This design comes from an exercise in tuning for small area, a short achievable clock period and few clock cycles on the open sky130 flow, not from production work.
Function was checked by simulation only, so behaviour that the tests miss may differ from the original.
Power figures rest on the tool's default switching activity, not on a simulated workload.

Setup of build 79:
// rc_frame_drive_command
module rc_frame_drive_command (
    input  logic        clk,
    input  logic        rst_n,
    input  logic        rx_valid,
    output logic        rx_ready,
    input  logic [7:0]  rx_byte,
    input  logic        rx_buffer_end,
    input  logic        rx_quick_stop_enabled,
    output logic        cmd_valid,
    input  logic        cmd_ready,
    output logic        cmd_frame_valid,
    output logic signed [9:0] cmd_linear_velocity,
    output logic signed [9:0] cmd_angular_velocity,
    output logic        cmd_manual_mode,
    output logic        cmd_startup_set,
    output logic [2:0]  cmd_startup_value,
    output logic [1:0]  cmd_stop_code,
    input  logic        cfg_we,
    input  logic [7:0]  cfg_wdata
);
Size: roughly 910 cells after synthesis, roughly 110 flip-flops, ~53 I/O pins, roughly 7400 um^2 of cells after synthesis.
clock: 13.0 ns
lec_check: 0
abc_area: 1
cap_margin: 20
core_margin: 2
core_utilization: 40
setup_slack_margin: 5
slew_margin: 20
run.sh (not shown) runs the stock make flow with config.mk's settings and CLKGATE_MAP_FILE= SYNTH_SCRIPT=/design/flow/synth_recipe.tcl, a recipe that flattens the netlist after the stock synthesis.
Build 79 | status: complete | timing, DRC, antenna: pass
Testbench counts of build 79, summed over its fixed seeds: cycles 48,105.
diff inputs: build 79 => build 94
==> flow/flow/run.sh (new file) <==
#!/bin/bash
# Standard synthesis and layout; ports are buffered with buf_2 cells and the
# layout's timing repair aims for extra setup slack (the clock period and
# constraints are unchanged).
set -euo pipefail
bash standard.sh synth > synth.log 2>&1
bash standard.sh "BUFFER_PORTS_ARGS=-buffer_cell sky130_fd_sc_hd__buf_2" SETUP_SLACK_MARGIN=9.3 finish > layout.log 2>&1
==> flow/standard.sh (new file) <==
#!/bin/bash
# synth_recipe.tcl (not shown) runs the flow's synth.tcl, then flattens the netlist and writes it again
# the make line also repeats each setting of config.mk as NAME=value (left out here)
make -C /OpenROAD-flow-scripts/flow DESIGN_CONFIG=/design/flow/config.mk WORK_HOME=/design/flow/orfs CLKGATE_MAP_FILE= SYNTH_SCRIPT=/design/flow/synth_recipe.tcl "${@:-finish}"
-- flow/config.mk --
<<< build 79, line 11
export CORE_UTILIZATION = 40
export SETUP_SLACK_MARGIN = 5
export SLEW_MARGIN = 20
>>> build 94, line 11
export CORE_UTILIZATION = 40
export CTS_CLUSTER_SIZE = 30
export SLEW_MARGIN = 20
removed: flow/run.sh
Findings:
Relative to build 79, count of clock buffers in the final design increased by 2 in build 94. sel_s as the beginning of the critical path was reported by build 79, and rx_valid by build 94. Data required time of the critical path (build 94 over build 79): decrease, 0.20 ns. Worst setup slack: build 94 vs build 79 up 0.82 ns. As far as number of buffers on the longest clock path is concerned, build 79 and build 94 perform about the same. The clock skew of build 79 and that of build 94 are within noise of each other. Diff build 79 -> build 94: first-iteration DRC count went up, cell count +6, slew at the pin closest to its max-slew limit moved up. Status: number of placed instances with taps included parity (build 94, build 79).
[inputs] build 7 vs build 94
-- flow/flow/run.sh --
<<< build 94, line 6
bash standard.sh synth > synth.log 2>&1
bash standard.sh "BUFFER_PORTS_ARGS=-buffer_cell sky130_fd_sc_hd__buf_2" SETUP_SLACK_MARGIN=9.3 finish > layout.log 2>&1
>>> build 7, line 6
bash standard.sh synth > synth.log 2>&1
bash standard.sh "BUFFER_PORTS_ARGS=-buffer_cell sky130_fd_sc_hd__buf_2" SETUP_SLACK_MARGIN=9.5 finish > layout.log 2>&1
-- flow/config.mk --
<<< build 94, line 11
export CORE_UTILIZATION = 40
export CTS_CLUSTER_SIZE = 30
export SLEW_MARGIN = 20
>>> build 7, line 11
export CORE_UTILIZATION = 40
export SLEW_MARGIN = 20
### Flow results
Core occupancy in the finished layout: build 7 > build 94
Summary of the comparison: fraction of layout cells with a size suffix above 1 is higher in build 7, relative to build 94.
Summary of build 7 over build 94: period utilization shows a reduction of 1.5 points, count of non-CTS buffers in the layout rose by 39%, mux share of post-synthesis cell area level.
Changes observed in build 7 relative to build 94: design area up about 4.5%; path length in cells of the critical path now smaller; part of the total power dissipated in the clock network stayed essentially flat; worst-skew pair later-pin latency level; half-perimeter wire length after detailed placement moved down.
Lower power was reported by build 94, not build 7.
The launching element of the worst setup path comes out sval_x[2] in one run and rx_valid in the other, namely in build 7 and build 94 respectively.
[inputs] build 61 vs build 7
-- flow/flow/run.sh --
<<< build 7, line 6
bash standard.sh synth > synth.log 2>&1
bash standard.sh "BUFFER_PORTS_ARGS=-buffer_cell sky130_fd_sc_hd__buf_2" SETUP_SLACK_MARGIN=9.5 finish > layout.log 2>&1
>>> build 61, line 6
bash standard.sh synth > synth.log 2>&1
bash standard.sh "BUFFER_PORTS_ARGS=-buffer_cell sky130_fd_sc_hd__buf_2" SETUP_SLACK_MARGIN=9.3 finish > layout.log 2>&1
==> comparison <==
Maximum frequency (higher): build 7
Higher required time at the endpoint of the critical path among build 7 and build 61: build 61
Build 61 vs build 7: number of iterations in the first detailed-routing pass down
The run showing the smaller global-route wire length before repair is build 61.
Internal cell power for build 61: 85 uW down relative to build 7
Diff build 7..build 61 | synthesized cell count | unchanged
Transition at the pin with the smallest max-transition slack | build 61 above build 7
Build 61 against build 7: setup slack of the critical path after layout down 0.20 ns; total wirelength of the detailed-routed design saw a decrease; post-synthesis sequential area ratio flat; via count went down.
diff inputs: build 61 => build 34
-- flow/flow/run.sh --
<<< build 61, line 6
bash standard.sh synth > synth.log 2>&1
bash standard.sh "BUFFER_PORTS_ARGS=-buffer_cell sky130_fd_sc_hd__buf_2" SETUP_SLACK_MARGIN=9.3 finish > layout.log 2>&1
>>> build 34, line 6
bash standard.sh synth > synth.log 2>&1
bash standard.sh "BUFFER_PORTS_ARGS=-buffer_cell sky130_fd_sc_hd__buf_2" SETUP_SLACK_MARGIN=9.4 finish > layout.log 2>&1
-- flow/config.mk --
<<< build 61, line 11
export CORE_UTILIZATION = 40
export SLEW_MARGIN = 20
>>> build 34, line 11
export CORE_UTILIZATION = 40
export CTS_BUF_LIST = sky130_fd_sc_hd__clkbuf_8
export SLEW_MARGIN = 20
==> results.txt <==
Of build 34 and build 61, build 34 shows the higher vias after detailed routing, with build 61 below it. When build 34 is set beside build 61, its net count of the finished layout turns out to be 9 larger. Mean cell area of the mapped netlist delta (build 61 -> build 34): insignificant. Build 34 vs build 61, worst-path cell with the longest stage delay: dfrtp_1 vs clkinvlp_2. Side by side, final critical-path required period turned out lower in build 34 than in build 61. When the final numbers for build 34 and build 61 were put side by side, the portion of total power attributed to combinational logic turned out to be smaller in build 61. Of build 34 and build 61, the lower clock-pin slew on the worst setup and hold paths belongs to build 61.

## afterwards: timing with drivers on the ports
The flow's constraints put no driver on any port. The routed layouts listed below were extracted and timed again, unchanged, in two steps.
Step 1, drivers: a clkbuf_16 drives clk and a buf_2 each remaining input, both assumed.
Step 2 also shifts input and output timing later by t, the mid clock arrival at the registers, as if the neighbouring blocks saw the same clock.
Three values: no drivers, after step 1, after step 2; two values: the first two.
| run | t, ns | setup WS [ns] | worst hold slack (ns) | clock arrival spread, ns | cell pins on the clock port's net |
|---|---|---|---|---|---|
| build 79 | 0.377 | 8.473 / 8.473 / 8.473 | 0.459 / 0.459 / 0.459 | 0.013 / 0.013 | 1 |
| build 94 | 0.395 | 9.288 / 9.307 / 8.912 | 0.457 / 0.457 / 0.457 | 0.012 / 0.013 | 1 |
| build 7 | 0.395 | 9.489 / 9.444 / 9.197 | 0.445 / 0.445 / 0.445 | 0.011 / 0.011 | 1 |
| build 61 | 0.395 | 9.288 / 9.307 / 8.912 | 0.457 / 0.457 / 0.457 | 0.012 / 0.013 | 1 |
| build 34 | 0.414 | 9.430 / 9.396 / 9.057 | 0.467 / 0.467 / 0.467 | 0.013 / 0.014 | 1 |
After both steps setup and hold are still met in every run listed.
